Source: an optimization exercise on an open RTL-to-GDS flow (aim: small area). Production flows keep margins and buffers that such runs may drop. Only simulation tests tie the RTL to the original design; equivalence was not proved. The clock input has no modelled driver; a real chip could not lean on it and would need a root buffer or a full tree. Power and IR drop assume default switching activity.

Setup of build 69:
## sadEngineTop
module sadEngineTop #(
        parameter int ElemWidth = 8
) (
        input  logic Clk,
        input  logic rst,
        input  logic psel,
        input  logic penable,
        input  logic pwrite,
        input  sadPkg::apbAddrT paddr,
        input  sadPkg::apbDataT pwdata,
        output sadPkg::apbDataT prdata
);
        localparam int SumWidth = ElemWidth + 4;
        logic elemTransfer;
        logic elemWrite;
        logic windowLoad;
        logic computeStart;
        logic countWrite;
        logic [3:0] stagePtr;
        logic [1:0] lane;
        logic [ElemWidth-1:0] stageElem;
        logic [ElemWidth-1:0] windowElem;
        logic [SumWidth-1:0] sumNext;
        logic [SumWidth-1:0] lastSad;
        logic [SumWidth-1:0] bestSad;
        sadPkg::frameIndexT bestIdx;
        sadPkg::frameIndexT resultCount;
        sadApbControl #(.ElemWidth(ElemWidth)) uControl (
                .Clk(Clk), .rst(rst),
                .psel(psel), .penable(penable), .pwrite(pwrite),
                .paddr(paddr), .pwdata(pwdata), .prdata(prdata),
                .lastSad(lastSad), .bestSad(bestSad),
                .bestIdx(bestIdx), .resultCount(resultCount),
  ...
export LEC_CHECK = 0
export CAP_MARGIN = 20
export CORE_MARGIN = 2
export CORE_UTILIZATION = 65
export CTS_BUF_LIST = sky130_fd_sc_hd__clkbuf_16
export CTS_CLUSTER_DIAMETER = 120
export CTS_CLUSTER_SIZE = 30
export PLACE_DENSITY = 0.75
export SLEW_MARGIN = 20
create_clock -name core_clock -period 5.0 [get_ports {Clk}]
run.sh (not shown) runs the stock make flow with config.mk's settings and CLKGATE_MAP_FILE= SYNTH_SCRIPT=/design/flow/synth_recipe.tcl, a recipe that flattens the netlist after the stock synthesis.
Build 69 | stages: all done | timing, DRC, antenna: all pass
Inputs modified between build 69 and build 47:
# build 69
export LEC_CHECK = 0
export CAP_MARGIN = 20
export CORE_MARGIN = 2
export CORE_UTILIZATION = 65
export CTS_BUF_LIST = sky130_fd_sc_hd__clkbuf_16
export CTS_CLUSTER_DIAMETER = 120
export CTS_CLUSTER_SIZE = 30
export PLACE_DENSITY = 0.75
export SLEW_MARGIN = 20
create_clock -name core_clock -period 5.0 [get_ports {Clk}]
# build 47
export LEC_CHECK = 0
export CAP_MARGIN = 20
export CORE_MARGIN = 2
export CORE_UTILIZATION = 40
export CTS_BUF_LIST = sky130_fd_sc_hd__clkbuf_16
export CTS_CLUSTER_DIAMETER = 120
export CTS_CLUSTER_SIZE = 30
export SLEW_MARGIN = 20
create_clock -name core_clock -period 5.0 [get_ports {Clk}]
==> flow/flow/run.sh (new file) <==
#!/bin/bash
# Own layout flow: the standard flow, with the synthesis's ABC technology
# mapping run on flow/abc.script instead of ORFS's speed script. Everything
# else (registers, flattening, renaming, floorplan to finish) is the standard.
# Each step's full output goes to a log file of its own in the work folder.
set -euo pipefail
W=$PWD

# The standard synthesis script, with the abc command taking our mapping script
{
  cat <<EOT
proc abc {args} {
  set i [lsearch -exact \$args -script]
  if {\$i >= 0} { set args [lreplace \$args \$i [expr {\$i + 1}] -script $W/flow/abc.script] }
  yosys abc {*}\$args
}
EOT
  cat "$W/synth_recipe.tcl"
} > "$W/flow_synth.tcl"

make -C "$FLOW_HOME" DESIGN_CONFIG="$W/config.mk" WORK_HOME="$W/orfs" CLKGATE_MAP_FILE= \
  SYNTH_SCRIPT="$W/flow_synth.tcl" synth > "$W/synth.log" 2>&1

# Floorplan to finish as the standard flow does it; writes out/final.def
bash "$W/standard.sh" > "$W/layout.log" 2>&1
==> flow/flow/abc.script (new file) <==
strash
balance
rewrite
refactor
balance
rewrite
rewrite -z
balance
refactor -z
rewrite -z
balance
dch -f
amap
topo
stime -c
==> flow/standard.sh (new file) <==
#!/bin/bash
# synth_recipe.tcl (not shown) runs the flow's synth.tcl, then flattens the netlist and writes it again
# the make line also repeats each setting of config.mk as NAME=value (left out here)
make -C /OpenROAD-flow-scripts/flow DESIGN_CONFIG=/design/flow/config.mk WORK_HOME=/design/flow/orfs CLKGATE_MAP_FILE= SYNTH_SCRIPT=/design/flow/synth_recipe.tcl "${@:-finish}"
removed: flow/run.sh
[compare] base=build 69 new=build 47: layout overhead on the synthesized area increased by 6.2 points relative to the old numbers; non-clock buffer count went up 31; number of tap cells inserted went up; worst setup slack dropped 0.11 ns; total number of vias rose by 3.0%.
Comparing build 47 with build 69, the clock buffer and inverter area fraction after layout came out essentially unchanged.
Sum of internal, switching and leakage power is lower on build 69
Multi-input gate share of the layout cell area (higher): build 69
On build 47: minimum period implied by the final worst setup slack is 0.11 ns higher than what build 69 gave.
What build 69 reported for number of distinct library cells after synthesis has to be multiplied by 0.59 to get the figure for build 47.
sky130_fd_sc_hd__dfxtp_1 as the cell type of the slowest stage on the worst timing path was reported by build 69, and sky130_fd_sc_hd__clkdlybuf4s50_1 by build 47.
Relative to build 69, wire length reported by the detailed router has increased by 2.4% in build 47.
Here is what was changed in the inputs of build 82 compared with build 47.
==> flow/flow/abc.script <==
strash
dch -f
amap
topo
stime -c
==> run summary <==
- Build 82 vs build 47: cell area up slightly
- Compared with build 47, build 82 is the less power-hungry design.
- Comparing netlist area before placement for build 47 and build 82, the smaller number came from build 47.
- Lower required arrival time at the worst endpoint among build 47 and build 82: build 47
- From build 47 to build 82 the numbers moved as follows: routed length per placed instance went up about 3.3%; number of global-route vias before repair held; number of nets in the layout held; area share of and/or/nand/nor cells after synthesis held; worst hold slack across all endpoints went up 0.0047 ns.

Another version of the RTL of sadEngineTop (not shown whole).
Size: ~320 flip-flops, ~77 I/O pins.
clock: 5.0 ns
lec_check: 0
cap_margin: 20
core_margin: 2
core_utilization: 40
cts_buf_list: sky130_fd_sc_hd__clkbuf_16
cts_cluster_diameter: 120
cts_cluster_size: 30
gpl_routability_driven: 0
slew_margin: 20
standard.sh (not shown) runs the stock make flow with config.mk's settings and CLKGATE_MAP_FILE= SYNTH_SCRIPT=/design/flow/synth_recipe.tcl, a recipe that flattens the netlist after the stock synthesis.
==> flow/flow/run.sh <==
#!/bin/bash
# Own layout flow: the standard flow, with the synthesis's ABC technology
# mapping run on flow/abc.script instead of ORFS's speed script. Everything
# else (registers, flattening, renaming, floorplan to finish) is the standard.
# Each step's full output goes to a log file of its own in the work folder.
set -euo pipefail
W=$PWD

# The standard synthesis script, with the abc command taking our mapping script
{
  cat <<EOT
proc abc {args} {
  set i [lsearch -exact \$args -script]
  if {\$i >= 0} { set args [lreplace \$args \$i [expr {\$i + 1}] -script $W/flow/abc.script] }
  yosys abc {*}\$args
}
EOT
  cat "$W/synth_recipe.tcl"
} > "$W/flow_synth.tcl"

make -C "$FLOW_HOME" DESIGN_CONFIG="$W/config.mk" WORK_HOME="$W/orfs" CLKGATE_MAP_FILE= \
  SYNTH_SCRIPT="$W/flow_synth.tcl" synth > "$W/synth.log" 2>&1

# Floorplan to finish as the standard flow does it; writes out/final.def.
# Clock tree: the standard clustering, without dummy loads.
export CTS_ARGS="-sink_clustering_enable -repair_clock_nets -sink_clustering_size 32 -sink_clustering_max_diameter 100 -distance_between_buffers 400 -branching_point_buffers_distance 400 -buf_list sky130_fd_sc_hd__clkbuf_16 -dont_use_dummy_load"
# Constant outputs: keep synthesis's single tie cell rather than one per port
export SKIP_REPAIR_TIE_FANOUT=1
# Port buffers: the smallest buffer cell, one per port as the standard flow
export BUFFER_PORTS_ARGS="-buffer_cell sky130_fd_sc_hd__buf_1"
bash "$W/standard.sh" cts > "$W/layout_cts.log" 2>&1

# Clock tree: drop the middle level, so the root buffer drives the leaf
# buffers directly (the port still drives only the root)
CLKTRIM_DB="$W/orfs/results/sky130hd/sadEngineTop/base/4_cts.odb" \
  openroad -no_init -exit "$W/flow/clock_trim.tcl" > "$W/clock_trim.log" 2>&1

# Routing to finish
bash "$W/standard.sh" > "$W/layout.log" 2>&1
Other scripts of this flow, unchanged in this note and not shown: flow/flow/abc.script, flow/flow/clock_trim.tcl
The baseline went through all stages and came out clean.
Then changed:
--- a/flow/flow/run.sh
+++ b/flow/flow/run.sh
@@ -2,3 +2,8 @@
-# Own layout flow: the standard flow, with the synthesis's ABC technology
-# mapping run on flow/abc.script instead of ORFS's speed script. Everything
-# else (registers, flattening, renaming, floorplan to finish) is the standard.
+# Own layout flow: the standard flow (standard.sh, ORFS) with these changes:
+# * synthesis is the standard script, but ABC maps the logic with
+#   flow/abc.script (area-oriented) instead of ORFS's speed script; the
+#   registers, flattening and renaming are untouched;
+# * clock tree: clusters of up to 32 flip-flops within 100 um, clkbuf_16
+#   only, no dummy loads, and the tree's middle level removed afterwards;
+# * the constant outputs share synthesis's single tie cell;
+# * port buffers use the smallest buffer cell (one per port, as standard).
@@ -24,2 +29,2 @@
-# Floorplan to finish as the standard flow does it; writes out/final.def.
-# Clock tree: the standard clustering, without dummy loads.
+# Floorplan, placement and clock tree as the standard flow does them, with
+# the settings above
@@ -27 +31,0 @@
-# Constant outputs: keep synthesis's single tie cell rather than one per port
@@ -29 +32,0 @@
-# Port buffers: the smallest buffer cell, one per port as the standard flow
@@ -38 +41 @@
-# Routing to finish
+# Routing to finish; standard.sh writes out/final.def
GPL_ROUTABILITY_DRIVEN = not set   (was 0)
PLACE_DENSITY = 0.7   (was not set)
Power is about the same.
Utilization decreases by 0.12 points.
Synthesized cell count does not change.
Fmax increases by 1.4%.
Critical path depth decreases by 3.
Count of clock-buffer cells in the layout stays the same.
Routed wire length stays flat.
Area after synthesis stays the same.
Hold slack is about the same.
Non-clock buffer count decreases by 2.
Global-route usage hardly moves.
Then changed:
==> flow/flow/run.sh (replaced) <==
#!/bin/bash
# Own layout flow: the standard flow, with the synthesis's ABC technology
# mapping run on flow/abc.script instead of ORFS's speed script. Everything
# else (registers, flattening, renaming, floorplan to finish) is the standard.
# Each step's full output goes to a log file of its own in the work folder.
set -euo pipefail
W=$PWD

# The standard synthesis script, with the abc command taking our mapping script
{
  cat <<EOT
proc abc {args} {
  set i [lsearch -exact \$args -script]
  if {\$i >= 0} { set args [lreplace \$args \$i [expr {\$i + 1}] -script $W/flow/abc.script] }
  yosys abc {*}\$args
}
EOT
  cat "$W/synth_recipe.tcl"
} > "$W/flow_synth.tcl"

make -C "$FLOW_HOME" DESIGN_CONFIG="$W/config.mk" WORK_HOME="$W/orfs" CLKGATE_MAP_FILE= \
  SYNTH_SCRIPT="$W/flow_synth.tcl" synth > "$W/synth.log" 2>&1

# Floorplan to finish as the standard flow does it; writes out/final.def.
# Clock tree: the standard clustering, without dummy loads.
export CTS_ARGS="-sink_clustering_enable -repair_clock_nets -sink_clustering_size 32 -sink_clustering_max_diameter 90 -distance_between_buffers 400 -branching_point_buffers_distance 400 -buf_list sky130_fd_sc_hd__clkbuf_16 -dont_use_dummy_load"
# Constant outputs: keep synthesis's single tie cell rather than one per port
export SKIP_REPAIR_TIE_FANOUT=1
# Port buffers: the smallest buffer cell, one per port as the standard flow
export BUFFER_PORTS_ARGS="-buffer_cell sky130_fd_sc_hd__buf_1"
bash "$W/standard.sh" cts > "$W/layout_cts.log" 2>&1

# Clock tree: drop the middle level, so the root buffer drives the leaf
# buffers directly (the port still drives only the root)
CLKTRIM_DB="$W/orfs/results/sky130hd/sadEngineTop/base/4_cts.odb" \
  openroad -no_init -exit "$W/flow/clock_trim.tcl" > "$W/clock_trim.log" 2>&1

# Routing to finish
bash "$W/standard.sh" > "$W/layout.log" 2>&1
PLACE_DENSITY = not set   (was 0.7)
What happened: Cell area increases slightly. Worst setup slack is worse by 0.060 ns. Clock power climbs by a few percent. Area after synthesis does not change. Sequential share of layout area came out lower by 0.31 points. Via count shrinks slightly. Global-route usage barely changes.

## afterwards: timing with drivers on the ports
The flow's constraints put no driver on any port. The routed layouts listed below were extracted and timed again, unchanged, in two steps.
Step 1: set_driving_cell puts a clkbuf_16 on Clk and a buf_2 on each other input, an assumption about the parent block.
Step 2 times the ports against the registers' clock, not the clock port: input delays grow and output delays shrink by t, the midpoint of the rising clock arrivals with the driver on.
Three values: ideal, step 1, step 2; two values: the first two.
| run | shift t [ns] | slack for setup (ns) | worst register clock-pin slew, ns | worst slew at a driven data input, ns |
|---|---|---|---|---|
| build 69 | 0.524 | 0.500 / 0.500 / 0.500 | 0.12 / 0.12 | 0.04 |
| build 47 | 0.542 | 0.393 / 0.368 / 0.368 | 0.12 / 0.12 | 0.04 |
| build 82 | 0.536 | 0.261 / 0.261 / 0.261 | 0.11 / 0.11 | 0.03 |
| the first run of note 2 | 0.468 | 0.442 / 0.442 / 0.442 | 0.12 / 0.12 | 0.03 |
| the second run of note 2 | 0.461 | 0.506 / 0.506 / 0.506 | 0.12 / 0.12 | 0.04 |
| the third run of note 2 | 0.460 | 0.445 / 0.445 / 0.445 | 0.11 / 0.11 | 0.03 |
After both steps setup and hold are still met in every run listed. For build 47, which loses most, drivers alone change the setup slack by -0.025 ns; drivers and shift together by -0.025 ns.
